From an optimization exercise on the open Yosys and OpenROAD flow, aimed at small area; shortcuts taken in it are not production practice.
Function was checked by simulation only, so behaviour that the tests miss may differ from the original.
Power is estimated from default activity; no workload was simulated.

==> wip/garnet: inputs <==
==> flow/design.v <==
`default_nettype none
package breakout_pkg;
    localparam int coord_w    = 10;
    localparam int rgb_w      = 12;
    localparam int digit_w    = 4;
    localparam int num_bricks = 6;
    localparam logic [coord_w-1:0] x_max = 10'd639;
    localparam logic [coord_w-1:0] y_max = 10'd479;
    localparam logic [coord_w-1:0] refresh_row = 10'd481;
    localparam logic [coord_w-1:0] ball_size = 10'd8;
    localparam logic [coord_w-1:0] board_width  = 10'd64;
    localparam logic [coord_w-1:0] board_height = 10'd8;
    localparam logic [coord_w-1:0] brick_width  = 10'd30;
    localparam logic [coord_w-1:0] brick_height = 10'd30;
    localparam logic [rgb_w-1:0] board_rgb = 12'hFFF;
    localparam logic [rgb_w-1:0] brick_rgb = 12'hF00;
    localparam logic [rgb_w-1:0] ball_rgb = 12'hFF0;
    localparam logic [rgb_w-1:0] bg_rgb = 12'h000;
endpackage
`default_nettype wire
`default_nettype none
module ball_motion (
    input  logic                                clk,
    input  logic                                reset,
    input  logic                                pause,
    input  logic [breakout_pkg::coord_w-1:0]    x,
    input  logic [breakout_pkg::coord_w-1:0]    y,
    input  logic                                board_cov,
    input  logic [breakout_pkg::num_bricks-1:0] cov,
    output logic [breakout_pkg::coord_w-1:0]    ball_x,
    output logic [breakout_pkg::coord_w-1:0]    ball_b,
    output logic                                s0,
    output logic                                step,
    output logic                                collision,
    output logic [breakout_pkg::coord_w-1:0]    p,
    output logic [breakout_pkg::coord_w-1:0]    p994,
    output logic [breakout_pkg::coord_w-1:0]    v994,
    output logic [breakout_pkg::coord_w-1:0]    q29,
    output logic                                q29_lo,
    output logic [breakout_pkg::coord_w-1:0]    q63,
    output logic                                q63_lo,
    output logic [breakout_pkg::coord_w-1:0]    v,
    output logic [breakout_pkg::coord_w-1:0]    v29,
    output logic                                v29_lo
);
    localparam int W = breakout_pkg::coord_w;
    function automatic logic ge(input logic [9:0] a, input logic [9:0] b);
        logic c;
        c = 1'b1;
        for (int i = 0; i < 10; i++)
            c = (a[i] & ~b[i]) | ((a[i] | ~b[i]) & c);
        ge = c;
    endfunction
    function automatic logic [10:0] subk(input logic [9:0] a, input logic [9:0] k);
        logic [9:0] d;
        logic b;
        b = 1'b0;
        for (int i = 0; i < 10; i++) begin
            d[i] = a[i] ^ k[i] ^ b;
            b = (~a[i] & (k[i] | b)) | (k[i] & b);
        end
        subk = {b, d};
    endfunction
    function automatic logic [9:0] add7(input logic [9:0] a);
        logic [9:0] s;
        logic c;
        s[0] = ~a[0];
        s[1] = ~(a[1] ^ a[0]);
        c = a[1] | a[0];
        s[2] = ~(a[2] ^ c);
        c = a[2] | c;
        for (int i = 3; i < 10; i++) begin
            s[i] = a[i] ^ c;
            c = a[i] & c;
        end
        add7 = s;
    endfunction
    function automatic logic [9:0] move1(input logic [9:0] a, input logic up, input logic en);
        logic [9:0] r;
        logic t;
        t = en;
        for (int i = 0; i < 10; i++) begin
            r[i] = a[i] ^ t;
            t = t & ~(a[i] ^ up);
        end
        move1 = r;
    endfunction
    logic dir_x;
    logic dir_y;
    logic [W-1:0] ball_r;
    logic [W-1:0] q;
    logic any_hit;
    logic dir_x_next;
    logic dir_y_next;
    assign s0   = (x == 10'd0) && (y == breakout_pkg::refresh_row);
    assign step = s0 & ~pause;
    assign ball_r = add7(ball_x);
    assign p = x | ({W{s0}} & ball_r);
    assign q = x | ({W{s0}} & ball_x);
    assign v = (y | ({W{s0}} & ball_b & ~breakout_pkg::refresh_row)) &
               ~({W{s0}} & ~ball_b & breakout_pkg::refresh_row);
    assign p994 = ge(p, 10'd994) ? 10'd994 : p;
    assign v994 = ge(v, 10'd994) ? 10'd994 : v;
    assign {q29_lo, q29} = subk(q, 10'd29);
    assign {q63_lo, q63} = subk(q, 10'd63);
    assign {v29_lo, v29} = subk(v, 10'd29);
    assign any_hit   = |cov;
    assign collision = step & any_hit;
    always_comb begin
        dir_x_next = dir_x;
        if (ge(ball_x, 10'd632) && ge(10'd1016, ball_x)) dir_x_next = 1'b0;
        if (ball_x == 10'd0)                              dir_x_next = 1'b1;
        dir_y_next = dir_y;
        if (ge(ball_b, 10'd479))                          dir_y_next = 1'b0;
        if (ball_b == 10'd7)                              dir_y_next = 1'b1;
        if (board_cov)                                    dir_y_next = 1'b0;
        if (any_hit)                                      dir_y_next = ~dir_y;
    end
    always_ff @(posedge clk or posedge reset) begin
        if (reset) begin
            ball_x <= '0;
            ball_b <= 10'd7;
            dir_x  <= 1'b1;
            dir_y  <= 1'b1;
        end else begin
            if (step) begin
                dir_x <= dir_x_next;
                dir_y <= dir_y_next;
            end
            ball_x <= move1(ball_x, dir_x, step);
            ball_b <= move1(ball_b, dir_y, step);
        end
    end
endmodule
`default_nettype wire
`default_nettype none
module brick_cell (
    input  logic                             clk,
    input  logic                             reset,
    input  logic [breakout_pkg::coord_w-1:0] p994,
    input  logic [breakout_pkg::coord_w-1:0] q29,
    input  logic                             q29_lo,
    input  logic [breakout_pkg::coord_w-1:0] v994,
    input  logic [breakout_pkg::coord_w-1:0] v29,
    input  logic                             v29_lo,
    input  logic [breakout_pkg::coord_w-1:0] brick_x,
    input  logic [breakout_pkg::coord_w-1:0] brick_y,
    input  logic                             step,
    output logic                             cov,
    output logic                             on0
);
    function automatic logic ge(input logic [9:0] a, input logic [9:0] b);
        logic c;
        c = 1'b1;
        for (int i = 0; i < 10; i++)
            c = (a[i] & ~b[i]) | ((a[i] | ~b[i]) & c);
        ge = c;
    endfunction
    logic visible;
    logic x_in;
    logic y_in;
    assign x_in = ge(p994, brick_x) & (q29_lo | ge(brick_x, q29));
    assign y_in = ge(v994, brick_y) & (v29_lo | ge(brick_y, v29));
    assign cov  = visible & x_in & y_in;
    assign on0 = visible & (brick_x == 10'd0) & ge(brick_y, 10'd452) & ge(10'd481, brick_y);
    always_ff @(posedge clk or posedge reset) begin
        if (reset) begin
            visible <= 1'b1;
        end else begin
            visible <= visible & ~(step & cov);
        end
    end
endmodule
`default_nettype wire
`default_nettype none
module score_bcd (
    input  logic                             clk,
    input  logic                             reset,
    input  logic                             collision,
    output logic [breakout_pkg::digit_w-1:0] thous,
    output logic [breakout_pkg::digit_w-1:0] huns,
    output logic [breakout_pkg::digit_w-1:0] tens,
    output logic [breakout_pkg::digit_w-1:0] ones
);
    function automatic logic [3:0] inc(input logic [3:0] d, input logic en);
        logic nine;
        logic [3:0] t;
        nine = d[3] & ~d[2] & ~d[1] & d[0];
        t[0] = 1'b1;
        t[1] = d[0] & ~nine;
        t[2] = d[1] & d[0];
        t[3] = (d[2] & d[1] & d[0]) | nine;
        inc = d ^ ({4{en}} & t);
    endfunction
    logic ones_wrap;
    logic tens_wrap;
    logic huns_wrap;
    assign ones_wrap = collision && (ones == 4'd9);
    assign tens_wrap = ones_wrap && (tens == 4'd9);
    assign huns_wrap = tens_wrap && (huns == 4'd9);
    always_ff @(posedge clk or posedge reset) begin
        if (reset) begin
            ones  <= '0;
            tens  <= '0;
            huns  <= '0;
            thous <= '0;
        end else begin
            ones  <= inc(ones, collision);
            tens  <= inc(tens, ones_wrap);
            huns  <= inc(huns, tens_wrap);
            thous <= inc(thous, huns_wrap);
        end
    end
endmodule
`default_nettype wire
`default_nettype none
module pixel_render (
    input  logic                                video_on,
    input  logic [breakout_pkg::coord_w-1:0]    x,
    input  logic [breakout_pkg::coord_w-1:0]    y,
    input  logic                                s0,
    input  logic [breakout_pkg::coord_w-1:0]    board_x,
    input  logic [breakout_pkg::coord_w-1:0]    board_y,
    input  logic [breakout_pkg::coord_w-1:0]    p,
    input  logic [breakout_pkg::coord_w-1:0]    q63,
    input  logic                                q63_lo,
    input  logic [breakout_pkg::coord_w-1:0]    v,
    input  logic [breakout_pkg::coord_w-1:0]    ball_x,
    input  logic [breakout_pkg::coord_w-1:0]    ball_b,
    input  logic [breakout_pkg::num_bricks-1:0] cov,
    input  logic [breakout_pkg::num_bricks-1:0] on0,
    output logic                                board_cov,
    output logic [breakout_pkg::rgb_w-1:0]      rgb
);
    function automatic logic ge(input logic [9:0] a, input logic [9:0] b);
        logic c;
        c = 1'b1;
        for (int i = 0; i < 10; i++)
            c = (a[i] & ~b[i]) | ((a[i] | ~b[i]) & c);
        ge = c;
    endfunction
    function automatic logic in8(input logic [9:0] a, input logic [9:0] o);
        logic c;
        logic t;
        logic eq;
        c = 1'b0;
        for (int i = 0; i < 3; i++)
            c = (~a[i] & o[i]) | ((~a[i] | o[i]) & c);
        t = c;
        eq = 1'b1;
        for (int i = 3; i < 10; i++) begin
            eq = eq & ~(a[i] ^ o[i] ^ t);
            t = t & o[i];
        end
        in8 = eq & ~(&o[9:3] & |o[2:0]);
    endfunction
    function automatic logic upto8(input logic [9:0] a, input logic [9:0] b);
        logic c;
        logic t;
        logic eq;
        c = 1'b0;
        for (int i = 0; i < 3; i++)
            c = (~b[i] & a[i]) | ((~b[i] | a[i]) & c);
        t = c;
        eq = 1'b1;
        for (int i = 3; i < 10; i++) begin
            eq = eq & ~(b[i] ^ a[i] ^ t);
            t = t & a[i];
        end
        upto8 = eq & ~t & ~(~|b[9:3] & ~&b[2:0]);
    endfunction
    logic board_on;
    logic brick_on;
    logic ball_on;
    assign board_cov = ge(p, board_x) & (q63_lo | ge(board_x, q63)) & ~ge(board_x, 10'd961) &
                       in8(v, board_y);
    assign board_on = s0 ? ((board_x == 10'd0) & ge(board_y, 10'd474) & ge(10'd481, board_y))
                         : board_cov;
    assign brick_on = s0 ? |on0 : |cov;
    assign ball_on  = in8(x, ball_x) & upto8(y, ball_b);
    assign rgb[11:8] = {4{video_on & (board_on | brick_on | ball_on)}};
    assign rgb[7:4]  = {4{video_on & (board_on | (~brick_on & ball_on))}};
    assign rgb[3:0]  = {4{video_on & board_on}};
endmodule
`default_nettype wire
`default_nettype none
module breakout_top (
    input  logic                                clk,
    input  logic                                reset,
    input  logic                                pause,
    input  logic                                video_on,
    input  logic [breakout_pkg::coord_w-1:0]    x,
    input  logic [breakout_pkg::coord_w-1:0]    y,
    input  logic [breakout_pkg::coord_w-1:0]    board_x,
    input  logic [breakout_pkg::coord_w-1:0]    board_y,
    input  logic [breakout_pkg::num_bricks-1:0][breakout_pkg::coord_w-1:0] brick_x,
    input  logic [breakout_pkg::num_bricks-1:0][breakout_pkg::coord_w-1:0] brick_y,
    output logic [breakout_pkg::rgb_w-1:0]      rgb,
    output logic                                collision,
    output logic [breakout_pkg::digit_w-1:0]    thous,
    output logic [breakout_pkg::digit_w-1:0]    huns,
    output logic [breakout_pkg::digit_w-1:0]    tens,
    output logic [breakout_pkg::digit_w-1:0]    ones
);
    localparam int W  = breakout_pkg::coord_w;
    localparam int NB = breakout_pkg::num_bricks;
    logic [W-1:0] ball_x;
    logic [W-1:0] ball_b;     
    logic         s0;
    logic         step;
    logic [W-1:0] p;         
    logic [W-1:0] p994;      
    logic [W-1:0] v994;
    logic [W-1:0] q29;       
    logic         q29_lo;    
    logic [W-1:0] q63;       
    logic         q63_lo;
    logic [W-1:0] v;         
    logic [W-1:0] v29;       
    logic         v29_lo;
    logic [NB-1:0] cov;      
    logic [NB-1:0] on0;      
    logic          board_cov;
    logic          board_on0;
    ball_motion u_ball (
        .clk       (clk),
        .reset     (reset),
        .pause     (pause),
        .x         (x),
        .y         (y),
        .board_cov (board_cov),
        .cov       (cov),
        .ball_x    (ball_x),
        .ball_b    (ball_b),
        .s0        (s0),
        .step      (step),
        .collision (collision),
        .p         (p),
        .p994      (p994),
        .v994      (v994),
        .q29       (q29),
        .q29_lo    (q29_lo),
        .q63       (q63),
        .q63_lo    (q63_lo),
        .v         (v),
        .v29       (v29),
        .v29_lo    (v29_lo)
    );
    for (genvar i = 0; i < NB; i++) begin : g_brick
        brick_cell u_brick (
            .clk     (clk),
            .reset   (reset),
            .p994    (p994),
            .q29     (q29),
            .q29_lo  (q29_lo),
            .v994    (v994),
            .v29     (v29),
            .v29_lo  (v29_lo),
            .brick_x (brick_x[i]),
            .brick_y (brick_y[i]),
            .step    (step),
            .cov     (cov[i]),
            .on0     (on0[i])
        );
    end
    score_bcd u_score (
        .clk       (clk),
        .reset     (reset),
        .collision (collision),
        .thous     (thous),
        .huns      (huns),
        .tens      (tens),
        .ones      (ones)
    );
    pixel_render u_render (
        .video_on  (video_on),
        .x         (x),
        .y         (y),
        .s0        (s0),
        .board_x   (board_x),
        .board_y   (board_y),
        .p         (p),
        .q63       (q63),
        .q63_lo    (q63_lo),
        .v         (v),
        .ball_x    (ball_x),
        .ball_b    (ball_b),
        .cov       (cov),
        .on0       (on0),
        .board_cov (board_cov),
        .rgb       (rgb)
    );
endmodule
`default_nettype wire
==> flow/flow/run.sh <==
#!/bin/bash
# Layout flow: the standard flow, with two changes.
#  1. Synthesis is the standard one (same script, same passes, same registers),
#     but ABC maps the logic for area (flow/abc_area.script) instead of the
#     speed script.
#  2. Port buffers are the smallest buffer, sky130_fd_sc_hd__buf_1.
# Each step's full output goes to a log file in this folder.
set -euo pipefail
W=$PWD

# a copy of ORFS's scripts whose ABC script is the area one
rm -rf "$W/scripts_area"
cp -r "$FLOW_HOME/scripts" "$W/scripts_area"
cp "$W/flow/abc_area.script" "$W/scripts_area/abc_speed.script"

bash standard.sh "SCRIPTS_DIR=$W/scripts_area" synth > "$W/run_synth.log" 2>&1
bash standard.sh "BUFFER_PORTS_ARGS=-buffer_cell sky130_fd_sc_hd__buf_1" finish > "$W/run_finish.log" 2>&1
==> flow/flow/abc_area.script <==
strash
ifraig
scorr
dc2
drw
drf
dc2
strash
&get -n
&dch -f
&nf -a -R 1000
&put
topo
==> flow/standard.sh <==
#!/bin/bash
# synth_recipe.tcl (not shown) runs the flow's synth.tcl, then flattens the netlist and writes it again
# the make line also repeats each setting of config.mk as NAME=value (left out here)
make -C /OpenROAD-flow-scripts/flow DESIGN_CONFIG=/design/flow/config.mk WORK_HOME=/design/flow/orfs CLKGATE_MAP_FILE= SYNTH_SCRIPT=/design/flow/synth_recipe.tcl "${@:-finish}"
==> flow/config.mk <==
export PLATFORM = sky130hd
export DESIGN_NAME = breakout_top
export DESIGN_NICKNAME = breakout_top
export VERILOG_FILES = /design/flow/design.v
export SDC_FILE = /design/flow/constraint.sdc
export NUM_CORES = 4
export LEC_CHECK = 0
export CAP_MARGIN = 20
export CORE_MARGIN = 2
export CORE_UTILIZATION = 40
export CTS_BUF_LIST = sky130_fd_sc_hd__clkbuf_8
export GPL_TIMING_DRIVEN = 0
export SLEW_MARGIN = 20
==> flow/constraint.sdc <==
create_clock -name core_clock -period 10.0 [get_ports {clk}]
set_input_delay 2.0000 -clock core_clock [delete_from_list [all_inputs] [get_ports {clk}]]
set_output_delay 2.0000 -clock core_clock [all_outputs]
set_load 0.01 [all_outputs]
==> wip/zinc: changes against wip/garnet <==
CORE_UTILIZATION = 55   (was 40)
==> wip/juniper: changes against wip/garnet <==
==> flow/design.v, changed modules only <==
module ball_motion (
    input  logic                                clk,
    input  logic                                reset,
    input  logic                                pause,
    input  logic [breakout_pkg::coord_w-1:0]    x,
    input  logic [breakout_pkg::coord_w-1:0]    y,
    input  logic                                board_cov,
    input  logic [breakout_pkg::num_bricks-1:0] cov,
    output logic [breakout_pkg::coord_w-1:0]    ball_x,
    output logic [breakout_pkg::coord_w-1:0]    ball_y,
    output logic                                s0,
    output logic                                step,
    output logic                                collision,
    output logic [breakout_pkg::coord_w-1:0]    p,
    output logic [breakout_pkg::coord_w-1:0]    q29,
    output logic                                q29_lo,
    output logic [breakout_pkg::coord_w-1:0]    q63,
    output logic                                q63_lo,
    output logic [breakout_pkg::coord_w-1:0]    v,
    output logic [breakout_pkg::coord_w-1:0]    v29,
    output logic                                v29_lo
);
    localparam int W = breakout_pkg::coord_w;
    function automatic logic ge(input logic [9:0] a, input logic [9:0] b);
        logic c;
        c = 1'b1;
        for (int i = 0; i < 10; i++)
            c = (a[i] & ~b[i]) | ((a[i] | ~b[i]) & c);
        ge = c;
    endfunction
    function automatic logic [10:0] subk(input logic [9:0] a, input logic [9:0] k);
        logic [9:0] d;
        logic b;
        b = 1'b0;
        for (int i = 0; i < 10; i++) begin
            d[i] = a[i] ^ k[i] ^ b;
            b = (~a[i] & (k[i] | b)) | (k[i] & b);
        end
        subk = {b, d};
    endfunction
    function automatic logic [9:0] add7(input logic [9:0] a);
        logic [9:0] s;
        logic c;
        s[0] = ~a[0];
        s[1] = ~(a[1] ^ a[0]);
        c = a[1] | a[0];
        s[2] = ~(a[2] ^ c);
        c = a[2] | c;
        for (int i = 3; i < 10; i++) begin
            s[i] = a[i] ^ c;
            c = a[i] & c;
        end
        add7 = s;
    endfunction
    function automatic logic [9:0] move1(input logic [9:0] a, input logic up, input logic en);
        logic [9:0] r;
        logic t;
        t = en;
        for (int i = 0; i < 10; i++) begin
            r[i] = a[i] ^ t;
            t = t & ~(a[i] ^ up);
        end
        move1 = r;
    endfunction
    logic dir_x;
    logic dir_y;
    logic [W-1:0] ball_r;
    logic [W-1:0] ball_b;
    logic [W-1:0] q;
    logic any_hit;
    logic dir_x_next;
    logic dir_y_next;
    assign s0   = (x == 10'd0) && (y == breakout_pkg::refresh_row);
    assign step = s0 & ~pause;
    assign ball_r = add7(ball_x);
    assign ball_b = add7(ball_y);
    assign p = x | ({W{s0}} & ball_r);
    assign q = x | ({W{s0}} & ball_x);
    assign v = (y | ({W{s0}} & ball_b & ~breakout_pkg::refresh_row)) &
               ~({W{s0}} & ~ball_b & breakout_pkg::refresh_row);
    assign {q29_lo, q29} = subk(q, 10'd29);
    assign {q63_lo, q63} = subk(q, 10'd63);
    assign {v29_lo, v29} = subk(v, 10'd29);
    assign any_hit   = |cov;
    assign collision = step & any_hit;
    always_comb begin
        dir_x_next = dir_x;
        if (ge(ball_x, 10'd632) && ge(10'd1016, ball_x)) dir_x_next = 1'b0;
        if (ball_x == 10'd0)                              dir_x_next = 1'b1;
        dir_y_next = dir_y;
        if (ge(ball_y, 10'd472) && ge(10'd1016, ball_y)) dir_y_next = 1'b0;
        if (ball_y == 10'd0)                              dir_y_next = 1'b1;
        if (board_cov)                                    dir_y_next = 1'b0;
        if (any_hit)                                      dir_y_next = ~dir_y;
    end
    always_ff @(posedge clk or posedge reset) begin
        if (reset) begin
            ball_x <= '0;
            ball_y <= '0;
            dir_x  <= 1'b1;
            dir_y  <= 1'b1;
        end else begin
            if (step) begin
                dir_x <= dir_x_next;
                dir_y <= dir_y_next;
            end
            ball_x <= move1(ball_x, dir_x, step);
            ball_y <= move1(ball_y, dir_y, step);
        end
    end
endmodule
module brick_cell (
    input  logic                             clk,
    input  logic                             reset,
    input  logic [breakout_pkg::coord_w-1:0] p,
    input  logic [breakout_pkg::coord_w-1:0] q29,
    input  logic                             q29_lo,
    input  logic [breakout_pkg::coord_w-1:0] v,
    input  logic [breakout_pkg::coord_w-1:0] v29,
    input  logic                             v29_lo,
    input  logic [breakout_pkg::coord_w-1:0] brick_x,
    input  logic [breakout_pkg::coord_w-1:0] brick_y,
    input  logic                             step,
    output logic                             cov,
    output logic                             on0
);
    function automatic logic ge(input logic [9:0] a, input logic [9:0] b);
        logic c;
        c = 1'b1;
        for (int i = 0; i < 10; i++)
            c = (a[i] & ~b[i]) | ((a[i] | ~b[i]) & c);
        ge = c;
    endfunction
    logic visible;
    logic x_in;
    logic y_in;
    assign x_in = ge(p, brick_x) & (q29_lo | ge(brick_x, q29)) & ~ge(brick_x, 10'd995);
    assign y_in = ge(v, brick_y) & (v29_lo | ge(brick_y, v29)) & ~ge(brick_y, 10'd995);
    assign cov  = visible & x_in & y_in;
    assign on0 = visible & (brick_x == 10'd0) & ge(brick_y, 10'd452) & ge(10'd481, brick_y);
    always_ff @(posedge clk or posedge reset) begin
        if (reset) begin
            visible <= 1'b1;
        end else begin
            visible <= visible & ~(step & cov);
        end
    end
endmodule
module pixel_render (
    input  logic                                video_on,
    input  logic [breakout_pkg::coord_w-1:0]    x,
    input  logic [breakout_pkg::coord_w-1:0]    y,
    input  logic                                s0,
    input  logic [breakout_pkg::coord_w-1:0]    board_x,
    input  logic [breakout_pkg::coord_w-1:0]    board_y,
    input  logic [breakout_pkg::coord_w-1:0]    p,
    input  logic [breakout_pkg::coord_w-1:0]    q63,
    input  logic                                q63_lo,
    input  logic [breakout_pkg::coord_w-1:0]    v,
    input  logic [breakout_pkg::coord_w-1:0]    ball_x,
    input  logic [breakout_pkg::coord_w-1:0]    ball_y,
    input  logic [breakout_pkg::num_bricks-1:0] cov,
    input  logic [breakout_pkg::num_bricks-1:0] on0,
    output logic                                board_cov,
    output logic [breakout_pkg::rgb_w-1:0]      rgb
);
    function automatic logic ge(input logic [9:0] a, input logic [9:0] b);
        logic c;
        c = 1'b1;
        for (int i = 0; i < 10; i++)
            c = (a[i] & ~b[i]) | ((a[i] | ~b[i]) & c);
        ge = c;
    endfunction
    function automatic logic in8(input logic [9:0] a, input logic [9:0] o);
        logic c;
        logic t;
        logic eq;
        c = 1'b0;
        for (int i = 0; i < 3; i++)
            c = (~a[i] & o[i]) | ((~a[i] | o[i]) & c);
        t = c;
        eq = 1'b1;
        for (int i = 3; i < 10; i++) begin
            eq = eq & ~(a[i] ^ o[i] ^ t);
            t = t & o[i];
        end
        in8 = eq & ~(&o[9:3] & |o[2:0]);
    endfunction
    logic board_on;
    logic brick_on;
    logic ball_on;
    assign board_cov = ge(p, board_x) & (q63_lo | ge(board_x, q63)) & ~ge(board_x, 10'd961) &
                       in8(v, board_y);
    assign board_on = s0 ? ((board_x == 10'd0) & ge(board_y, 10'd474) & ge(10'd481, board_y))
                         : board_cov;
    assign brick_on = s0 ? |on0 : |cov;
    assign ball_on  = in8(x, ball_x) & in8(y, ball_y);
    assign rgb[11:8] = {4{video_on & (board_on | brick_on | ball_on)}};
    assign rgb[7:4]  = {4{video_on & (board_on | (~brick_on & ball_on))}};
    assign rgb[3:0]  = {4{video_on & board_on}};
endmodule
module breakout_top (
    input  logic                                clk,
    input  logic                                reset,
    input  logic                                pause,
    input  logic                                video_on,
    input  logic [breakout_pkg::coord_w-1:0]    x,
    input  logic [breakout_pkg::coord_w-1:0]    y,
    input  logic [breakout_pkg::coord_w-1:0]    board_x,
    input  logic [breakout_pkg::coord_w-1:0]    board_y,
    input  logic [breakout_pkg::num_bricks-1:0][breakout_pkg::coord_w-1:0] brick_x,
    input  logic [breakout_pkg::num_bricks-1:0][breakout_pkg::coord_w-1:0] brick_y,
    output logic [breakout_pkg::rgb_w-1:0]      rgb,
    output logic                                collision,
    output logic [breakout_pkg::digit_w-1:0]    thous,
    output logic [breakout_pkg::digit_w-1:0]    huns,
    output logic [breakout_pkg::digit_w-1:0]    tens,
    output logic [breakout_pkg::digit_w-1:0]    ones
);
    localparam int W  = breakout_pkg::coord_w;
    localparam int NB = breakout_pkg::num_bricks;
    logic [W-1:0] ball_x;
    logic [W-1:0] ball_y;
    logic         s0;
    logic         step;
    logic [W-1:0] p;         
    logic [W-1:0] q29;       
    logic         q29_lo;    
    logic [W-1:0] q63;       
    logic         q63_lo;
    logic [W-1:0] v;         
    logic [W-1:0] v29;       
    logic         v29_lo;
    logic [NB-1:0] cov;      
    logic [NB-1:0] on0;      
    logic          board_cov;
    logic          board_on0;
    ball_motion u_ball (
        .clk       (clk),
        .reset     (reset),
        .pause     (pause),
        .x         (x),
        .y         (y),
        .board_cov (board_cov),
        .cov       (cov),
        .ball_x    (ball_x),
        .ball_y    (ball_y),
        .s0        (s0),
        .step      (step),
        .collision (collision),
        .p         (p),
        .q29       (q29),
        .q29_lo    (q29_lo),
        .q63       (q63),
        .q63_lo    (q63_lo),
        .v         (v),
        .v29       (v29),
        .v29_lo    (v29_lo)
    );
    for (genvar i = 0; i < NB; i++) begin : g_brick
        brick_cell u_brick (
            .clk     (clk),
            .reset   (reset),
            .p       (p),
            .q29     (q29),
            .q29_lo  (q29_lo),
            .v       (v),
            .v29     (v29),
            .v29_lo  (v29_lo),
            .brick_x (brick_x[i]),
            .brick_y (brick_y[i]),
            .step    (step),
            .cov     (cov[i]),
            .on0     (on0[i])
        );
    end
    score_bcd u_score (
        .clk       (clk),
        .reset     (reset),
        .collision (collision),
        .thous     (thous),
        .huns      (huns),
        .tens      (tens),
        .ones      (ones)
    );
    pixel_render u_render (
        .video_on  (video_on),
        .x         (x),
        .y         (y),
        .s0        (s0),
        .board_x   (board_x),
        .board_y   (board_y),
        .p         (p),
        .q63       (q63),
        .q63_lo    (q63_lo),
        .v         (v),
        .ball_x    (ball_x),
        .ball_y    (ball_y),
        .cov       (cov),
        .on0       (on0),
        .board_cov (board_cov),
        .rgb       (rgb)
    );
endmodule
==> flow/flow/abc_area.script (replaced) <==
strash
ifraig
scorr
dc2
strash
&get -n
&dch -f
&nf -a
&put
topo
CTS_BUF_LIST = not set   (was sky130_fd_sc_hd__clkbuf_8)
==> summary of the runs <==
- Maximum frequency: wip/garnet is higher than wip/juniper (about 1.6%).
- wip/garnet ran to the end with no violations. wip/juniper completed without violations. wip/zinc finished clean.
- The highest global-route usage belongs to wip/zinc, the lowest to wip/garnet.
- The highest register-to-register slack belongs to wip/juniper, the lowest to wip/zinc.
- Power: wip/zinc < wip/garnet < wip/juniper.
- Area after synthesis is the same in wip/garnet and wip/zinc.
- In wip/garnet the setup slack is worse than in wip/zinc, by 0.051 ns.
==> figures <==
	wip/zinc	wip/garnet	wip/juniper
Wire length per cell	17.2 um	17.7 um	18.7 um
Status	finished clean	finished clean	finished clean
Clock network area share	1.49%	1.48%	1.78%
Non-clock buffer count in the final layout	214	212	209
Wire length of the first global-routing pass	33900 um	37700 um	40300 um
Pre-antenna DRT Iters	16	6	5
Worst-case headroom to the max-slew limit	22.0%	42.4%	31.5%
CP arrival	7.45 ns	7.51 ns	7.65 ns
Final nets	1318	1316	1369
Crit-path slowest cell	or4b_1	or4b_1	ha_1
Non-Filler Instances	1262	1333	1387
Fraction of the cycle the final worst path needs	94.5%	95.1%	96.5%
Routed via count divided by cell count	6.70	6.23	6.35

afterwards: timing with drivers on the ports:
Ports are ideal in the flow. The routed layouts listed here were re-timed in OpenROAD. Step 1 sets driving cells, clkbuf_16 on the clock port and buf_2 on the other inputs (assumed; they add their load-dependent delay and slew). Step 2 adds t to the input delays and takes it off the output delays; t is the mean of the earliest and latest rising clock arrival at the registers after step 1. Input paths then give back, and output paths get back, about the clock's delay inside the block. a / b / c = ideal ports / drivers / drivers and shift; a / b = the first two.
run	t (ns)	setup slack, ns	worst setup path after step 2
wip/garnet	0.351	0.495 / 0.469 / 0.469	input to output
wip/zinc	0.352	0.546 / 0.525 / 0.525	input to output
wip/juniper	0.334	0.346 / 0.323 / 0.323	input to output
After both steps setup and hold are still met in every run listed. For wip/garnet, which loses most, drivers alone change the setup slack by -0.026 ns; drivers and shift together by -0.026 ns.
